Source: an optimization exercise on an open RTL-to-GDS flow (aim: small area and a short achievable clock period). Production flows keep margins and buffers that such runs may drop.
Where RTL was checked, it was by simulation tests only, not by an equivalence proof against the original.
No driver is modelled on the clock port, so clocking that relies on it looks cheaper here than on a real chip.

==> inputs of branch willow <==
==> flow/design.v (excerpt) <==
module rvfi_reorder #(
  parameter int LANES       = 3,
  parameter int DEPTH       = 16,
  parameter int PKT_W       = 256,
  parameter int WDOG_CYCLES = 1024
) (
  input  logic                     clk,
  input  logic                     rst,
  input  logic [LANES-1:0]         in_valid,
  input  logic [64*LANES-1:0]      in_order,
  input  logic [PKT_W*LANES-1:0]   in_pkt,
  output logic                     out_valid,
  output logic [63:0]              out_order,
  output logic [PKT_W-1:0]         out_pkt,
  output logic [$clog2(DEPTH):0]   occupancy,
  output logic                     window_err,
  output logic                     dup_err,
  output logic                     wdog_err
);
==> module rvfi_reorder, before the edit <==
module rvfi_reorder #(
  parameter int LANES       = 3,
  parameter int DEPTH       = 16,
  parameter int PKT_W       = 256,
  parameter int WDOG_CYCLES = 1024
) (
  input  logic                     clk,
  input  logic                     rst,
  input  logic [LANES-1:0]         in_valid,
  input  logic [64*LANES-1:0]      in_order,
  input  logic [PKT_W*LANES-1:0]   in_pkt,
  output logic                     out_valid,
  output logic [63:0]              out_order,
  output logic [PKT_W-1:0]         out_pkt,
  output logic [$clog2(DEPTH):0]   occupancy,
  output logic                     window_err,
  output logic                     dup_err,
  output logic                     wdog_err
);
  logic [63:0]  head_q;
  logic [59:0]  head_hi1_q;
  logic [15:0]  filled_q;
  logic [4:0]   occ_q;
  logic         out_valid_q;
  logic [63:0]  out_order_q;
  logic [255:0] out_pkt_q, out_pkt_d;
  logic         window_err_q, dup_err_q;
  logic [255:0] slot_n_q [16];
  logic [15:0] hsel, at_or_after;
  logic        drain;
  always_comb begin
    for (int s = 0; s < 16; s++) begin
      hsel[s]        = (head_q[3:0] == 4'(s));
      at_or_after[s] = (4'(s) >= head_q[3:0]);
    end
  end
  assign drain = |(filled_q & hsel);
  logic [2:0]  eq_h, eq_h1, in_win;
  logic [3:0]  lidx [3];
  logic [15:0] hit [3];
  always_comb begin
    for (int i = 0; i < 3; i++) begin
      lidx[i]   = in_order[64*i +: 4];
      eq_h[i]   = ~|(in_order[64*i+4 +: 60] ^ head_q[63:4]);
      eq_h1[i]  = ~|(in_order[64*i+4 +: 60] ^ head_hi1_q);
      in_win[i] = (lidx[i] >= head_q[3:0]) ? eq_h[i] : eq_h1[i];
      for (int s = 0; s < 16; s++)
        hit[i][s] = in_valid[i] & (lidx[i] == 4'(s)) & (at_or_after[s] ? eq_h[i] : eq_h1[i]);
    end
  end
  logic [15:0] sel0, sel1, sel2, wr;
  assign sel0 = hit[0] & ~filled_q;
  assign sel1 = hit[1] & ~hit[0] & ~filled_q;
  assign sel2 = hit[2] & ~hit[1] & ~hit[0] & ~filled_q;
  assign wr   = sel0 | sel1 | sel2;
  logic [2:0] ok, acc;
  always_comb begin
    for (int i = 0; i < 3; i++) ok[i] = in_valid[i] & in_win[i] & ~filled_q[lidx[i]];
  end
  assign acc[0] = ok[0];
  assign acc[1] = ok[1] & ~(ok[0] & (lidx[0] == lidx[1]));
  assign acc[2] = ok[2] & ~(ok[0] & (lidx[0] == lidx[2])) & ~(ok[1] & (lidx[1] == lidx[2]));
  logic win_miss, dup_hit;
  assign win_miss = |(in_valid & ~in_win);
  assign dup_hit  = |(in_valid & in_win & ~acc);
  always_ff @(posedge clk) begin
    for (int s = 0; s < 16; s++)
      if (!filled_q[s])
        slot_n_q[s] <= ~(({256{sel0[s]}} & in_pkt[255:0])
                       | ({256{sel1[s]}} & in_pkt[511:256])
                       | ({256{sel2[s]}} & in_pkt[767:512]));
  end
  logic [15:0] rsel;
  logic        okeep;
  assign rsel  = (filled_q & hsel) & {16{~rst}};
  assign okeep = ~drain & ~rst;
  always_comb begin
    out_pkt_d = {256{okeep}} & out_pkt_q;
    for (int s = 0; s < 16; s++) out_pkt_d = out_pkt_d | ({256{rsel[s]}} & ~slot_n_q[s]);
  end
  always_ff @(posedge clk) out_pkt_q <= out_pkt_d;
  logic [4:0] occ_base, occ_nx;
  logic [1:0] nacc;
  assign occ_base = occ_q - 5'(drain);
  assign nacc     = 2'(acc[0]) + 2'(acc[1]) + 2'(acc[2]);
  always_comb begin
    case (nacc)
      2'd0:    occ_nx = occ_base;
      2'd1:    occ_nx = occ_base + 5'd1;
      2'd2:    occ_nx = occ_base + 5'd2;
      default: occ_nx = occ_base + 5'd3;
    endcase
  end
  always_ff @(posedge clk) begin
    if (rst) begin
      head_q       <= in_order[63:0];
      head_hi1_q   <= in_order[63:4] + 60'd1;
      filled_q     <= '0;
      occ_q        <= '0;
      out_valid_q  <= 1'b0;
      out_order_q  <= '0;
      window_err_q <= 1'b0;
      dup_err_q    <= 1'b0;
    end else begin
      if (drain) begin
        head_q[3:0] <= head_q[3:0] + 4'd1;
        if (head_q[3:0] == 4'hF) begin
          head_q[63:4] <= head_hi1_q;
          head_hi1_q   <= head_hi1_q + 60'd1;
        end
      end
      filled_q     <= (filled_q & ~(hsel & {16{drain}})) | wr;
      occ_q        <= occ_nx;
      out_valid_q  <= drain;
      window_err_q <= window_err_q | win_miss;
      dup_err_q    <= dup_err_q | dup_hit;
      if (drain) out_order_q <= head_q;
    end
  end
  assign wdog_err   = 1'b0;
  assign out_valid  = out_valid_q;
  assign out_order  = out_order_q;
  assign out_pkt    = out_pkt_q;
  assign occupancy  = occ_q;
  assign window_err = window_err_q;
  assign dup_err    = dup_err_q;
endmodule
export LEC_CHECK = 0
export CAP_MARGIN = 20
export CORE_MARGIN = 2
export CORE_UTILIZATION = 30
export SLEW_MARGIN = 20
create_clock -name core_clock -period 10.0 [get_ports {clk}]
standard.sh (not shown) runs the stock make flow with config.mk's settings and CLKGATE_MAP_FILE= SYNTH_SCRIPT=/design/flow/synth_recipe.tcl, a recipe that flattens the netlist after the stock synthesis.
==> flow/flow/run.sh <==
#!/bin/bash
# Own layout flow: the standard ORFS flow (standard.sh, unchanged synthesis),
# with ports buffered by buf_2 instead of the delay-cell buffer buffer_ports
# picks by default, no CTS dummy loads, and timing repair aimed at a tighter
# setup margin. Each ORFS step logs to orfs/logs; the whole run's output goes
# to flow_run.log in this folder.
set -euo pipefail
export BUFFER_PORTS_ARGS="-buffer_cell sky130_fd_sc_hd__buf_2"
export CTS_ARGS="-sink_clustering_enable -repair_clock_nets -dont_use_dummy_load -sink_clustering_size 30 -sink_clustering_max_diameter 100"
export SETUP_SLACK_MARGIN=5.8
bash standard.sh > flow_run.log 2>&1
==> branch nickel (differences from branch willow) <==
--- a/flow/design.v
+++ b/flow/design.v
@@ -80,17 +80,18 @@
   end
   always_ff @(posedge clk) out_pkt_q <= out_pkt_d;
   logic [4:0] occ_base, occ_nx;
-  logic [1:0] nacc;
+  logic [3:0] ncnt;
   assign occ_base = occ_q - 5'(drain);
-  assign nacc     = 2'(acc[0]) + 2'(acc[1]) + 2'(acc[2]);
-  always_comb begin
-    case (nacc)
-      2'd0:    occ_nx = occ_base;
-      2'd1:    occ_nx = occ_base + 5'd1;
-      2'd2:    occ_nx = occ_base + 5'd2;
-      default: occ_nx = occ_base + 5'd3;
-    endcase
-  end
+  assign ncnt[0]  = ~acc[0] & ~acc[1] & ~acc[2];
+  assign ncnt[1]  = (acc[0] & ~acc[1] & ~acc[2]) | (~acc[0] & acc[1] & ~acc[2])
+                  | (~acc[0] & ~acc[1] & acc[2]);
+  assign ncnt[2]  = (acc[0] & acc[1] & ~acc[2]) | (acc[0] & ~acc[1] & acc[2])
+                  | (~acc[0] & acc[1] & acc[2]);
+  assign ncnt[3]  = acc[0] & acc[1] & acc[2];
+  assign occ_nx   = ({5{ncnt[0]}} & occ_base)
+                  | ({5{ncnt[1]}} & (occ_base + 5'd1))
+                  | ({5{ncnt[2]}} & (occ_base + 5'd2))
+                  | ({5{ncnt[3]}} & (occ_base + 5'd3));
   always_ff @(posedge clk) begin
     if (rst) begin
       head_q       <= in_order[63:0];
==> flow/flow/run.sh (replaced) <==
#!/bin/bash
# Own layout flow: the standard ORFS flow (standard.sh, unchanged synthesis),
# with ports buffered by buf_2 instead of the delay-cell buffer buffer_ports
# picks by default; after global placement the high-fanout nets get balanced
# buffer trees (flow/tree.tcl) in place of the placement's buffer chains; a
# fanout bound of 16 for later repair_design; CTS without dummy loads.
# Each ORFS step logs to orfs/logs; the whole run's output goes to
# flow_run.log in this folder.
set -euo pipefail
here=$(pwd)
export BUFFER_PORTS_ARGS="-buffer_cell sky130_fd_sc_hd__buf_2"
export CTS_ARGS="-sink_clustering_enable -repair_clock_nets -dont_use_dummy_load -sink_clustering_size 24 -sink_clustering_max_diameter 80"
export SETUP_SLACK_MARGIN=5
export POST_GLOBAL_PLACE_TCL=$here/flow/tree.tcl
export PRE_RESIZE_TCL=$here/flow/fanout.tcl
export PRE_CTS_TCL=$here/flow/fanout.tcl
bash standard.sh > flow_run.log 2>&1
==> flow/flow/fanout.tcl (new file) <==
# Bound the fanout of every net, so that repair_design builds buffer trees
# for the wide select and reset nets instead of chains along long wires.
set_max_fanout 16 [current_design]
==> flow/flow/tree.tcl (new file) <==
# Replace the repair buffers on high-fanout signal nets by balanced buffer
# trees: loads are split by recursive bisection of their placement into
# groups of at most tree_maxf, each group driven by a buffer at its centroid,
# level by level until the net's own fanout is at most tree_maxf.
set tree_maxf 12
set tree_buf sky130_fd_sc_hd__buf_4
set tree_block [ord::get_db_block]
set tree_master [[ord::get_db] findMaster $tree_buf]
set tree_count 0

proc tree_loads {net} {
  set loads {}
  foreach it [$net getITerms] {
    if {[$it isInputSignal]} { lappend loads $it }
  }
  return $loads
}

proc tree_xy {it} {
  set bb [[$it getInst] getBBox]
  return [list [expr {([$bb xMin] + [$bb xMax]) / 2}] [expr {([$bb yMin] + [$bb yMax]) / 2}]]
}

# split a list of {iterm x y} into groups of at most n by recursive bisection
proc tree_split {items n} {
  set len [llength $items]
  if {$len <= $n} { return [list $items] }
  set xs {}; set ys {}
  foreach e $items { lappend xs [lindex $e 1]; lappend ys [lindex $e 2] }
  set xs [lsort -integer $xs]; set ys [lsort -integer $ys]
  set k [expr {([lindex $xs end] - [lindex $xs 0]) >= ([lindex $ys end] - [lindex $ys 0]) ? 1 : 2}]
  set s [lsort -integer -index $k $items]
  set ng [expr {($len + $n - 1) / $n}]
  set cut [expr {int(round((($ng + 1) / 2) * ($len / double($ng))))}]
  if {$cut < 1} { set cut 1 }
  if {$cut >= $len} { set cut [expr {$len - 1}] }
  return [concat [tree_split [lrange $s 0 [expr {$cut - 1}]] $n] [tree_split [lrange $s $cut end] $n]]
}

proc tree_net {net} {
  global tree_maxf tree_block tree_master tree_count
  for {set level 0} {$level < 4} {incr level} {
    set loads [tree_loads $net]
    if {[llength $loads] <= $tree_maxf} break
    set items {}
    foreach it $loads {
      lassign [tree_xy $it] x y
      lappend items [list $it $x $y]
    }
    foreach g [tree_split $items $tree_maxf] {
      set sx 0; set sy 0
      foreach e $g { set sx [expr {$sx + [lindex $e 1]}]; set sy [expr {$sy + [lindex $e 2]}] }
      set cx [expr {int($sx / [llength $g])}]
      set cy [expr {int($sy / [llength $g])}]
      incr tree_count
      set bi [odb::dbInst_create $tree_block $tree_master "treebuf_$tree_count"]
      set nn [odb::dbNet_create $tree_block "treenet_$tree_count"]
      foreach e $g {
        set it [lindex $e 0]
        $it disconnect
        $it connect $nn
      }
      [$bi findITerm A] connect $net
      [$bi findITerm X] connect $nn
      $bi setLocation $cx $cy
      $bi setPlacementStatus PLACED
    }
  }
}

# undo a buffer: its loads go back to its input net
proc tree_unbuffer {inst} {
  global tree_block
  set in [[$inst findITerm A] getNet]
  set out [[$inst findITerm X] getNet]
  if {$in eq "NULL" || $out eq "NULL"} { return 0 }
  if {[llength [$out getBTerms]] > 0} { return 0 }
  foreach it [$out getITerms] {
    if {[$it getInst] eq $inst} continue
    $it disconnect
    $it connect $in
  }
  odb::dbInst_destroy $inst
  odb::dbNet_destroy $out
  return 1
}

# drop the placement's own repair buffers, repeatedly (they can chain)
set tree_rm 0
foreach inst [$tree_block getInsts] {
  set n [$inst getName]
  if {[string match "place*" $n] || [string match "rebuffer*" $n] || [string match "split*" $n]} {
    set m [[$inst getMaster] getName]
    if {[string match "sky130_fd_sc_hd__buf_*" $m]} { incr tree_rm [tree_unbuffer $inst] }
  }
}
set todo {}
foreach net [$tree_block getNets] {
  if {[$net getSigType] ne "SIGNAL"} continue
  if {[$net getName] eq "clk"} continue
  if {[llength [tree_loads $net]] > 32} { lappend todo $net }
}
puts "tree: removed $tree_rm buffers, building trees on [llength $todo] nets"
foreach net $todo { tree_net $net }
puts "tree: inserted $tree_count buffers"
- PLACE_DENSITY: not set -> 0.42
==> branch fjord (differences from branch willow) <==
--- a/flow/design.v
+++ b/flow/design.v
@@ -80,17 +80,18 @@
   end
   always_ff @(posedge clk) out_pkt_q <= out_pkt_d;
   logic [4:0] occ_base, occ_nx;
-  logic [1:0] nacc;
+  logic [3:0] ncnt;
   assign occ_base = occ_q - 5'(drain);
-  assign nacc     = 2'(acc[0]) + 2'(acc[1]) + 2'(acc[2]);
-  always_comb begin
-    case (nacc)
-      2'd0:    occ_nx = occ_base;
-      2'd1:    occ_nx = occ_base + 5'd1;
-      2'd2:    occ_nx = occ_base + 5'd2;
-      default: occ_nx = occ_base + 5'd3;
-    endcase
-  end
+  assign ncnt[0]  = ~acc[0] & ~acc[1] & ~acc[2];
+  assign ncnt[1]  = (acc[0] & ~acc[1] & ~acc[2]) | (~acc[0] & acc[1] & ~acc[2])
+                  | (~acc[0] & ~acc[1] & acc[2]);
+  assign ncnt[2]  = (acc[0] & acc[1] & ~acc[2]) | (acc[0] & ~acc[1] & acc[2])
+                  | (~acc[0] & acc[1] & acc[2]);
+  assign ncnt[3]  = acc[0] & acc[1] & acc[2];
+  assign occ_nx   = ({5{ncnt[0]}} & occ_base)
+                  | ({5{ncnt[1]}} & (occ_base + 5'd1))
+                  | ({5{ncnt[2]}} & (occ_base + 5'd2))
+                  | ({5{ncnt[3]}} & (occ_base + 5'd3));
   always_ff @(posedge clk) begin
     if (rst) begin
       head_q       <= in_order[63:0];
==> flow/run.sh (new file) <==
#!/bin/bash
# synth_recipe.tcl (not shown) runs the flow's synth.tcl, then flattens the netlist and writes it again
# the make line also repeats each setting of config.mk as NAME=value (left out here)
make -C /OpenROAD-flow-scripts/flow DESIGN_CONFIG=/design/flow/config.mk WORK_HOME=/design/flow/orfs CLKGATE_MAP_FILE= SYNTH_SCRIPT=/design/flow/synth_recipe.tcl finish
- PLACE_DENSITY: not set -> 0.42
- SETUP_SLACK_MARGIN: not set -> 5
removed: flow/flow/run.sh
removed: flow/standard.sh
==> flow_metrics.env <==
export IMPL_error="[ERROR GRT-0232] Routing congestion too high. Check the congestion heatmap in the GUI."
export IMPL_synth_nets=17700
export IMPL_lastStage="global routing (5_1_grt)"
export IMPL_outcome="stopped before the end"
The numbers above come from branch willow.

==> flow_metrics.env <==
export IMPL_yosys_area_top_type_share_pct=58.7
export IMPL_synth_distinct_cells=81
export IMPL_synth_nets=17400
export IMPL_outcome="stopped before the end"
export IMPL_lastStage="global placement (3_3_place_gp)"
export IMPL_error="Error: global_place.tcl, 78 can't read \"tree_maxf\": no such variable"
The numbers above come from branch nickel.

==> flow_metrics.env <==
export IMPL_layout_area_seq_sq_um=134000
export IMPL_outcome="timing/DRC/antenna clean"
export IMPL_synth_nets=17400
export IMPL_power_leader="sequential cells"
export IMPL_worstReg2RegStart="head_q[1]"
The numbers above come from branch fjord.

For branch willow, only the layout was checked, not whether the RTL still works.

## separate check: timing with driven ports
In the flow no input, the clock included, has a driving cell. The finished layout below was timed again as built, in two steps.
Step 1 assumes that a clkbuf_16 drives the clock port and a buf_2 every other input.
Step 2 also shifts input and output timing later by t, the mid clock arrival at the registers, as if the neighbouring blocks saw the same clock.
a / b / c = ideal / step 1 / step 2; a / b = the first two.
run: branch fjord
shift t [ns]: 1.268
setup slack, ns: 4.653 / 4.740 / 3.472
worst hold slack (ns): 0.459 / 0.459 / 0.459
worst setup path after step 2: input to register
worst slew at a driven data input, ns: 0.39
After both steps setup and hold are still met in branch fjord. For branch fjord, drivers alone change the setup slack by +0.087 ns; drivers and shift together by -1.181 ns.
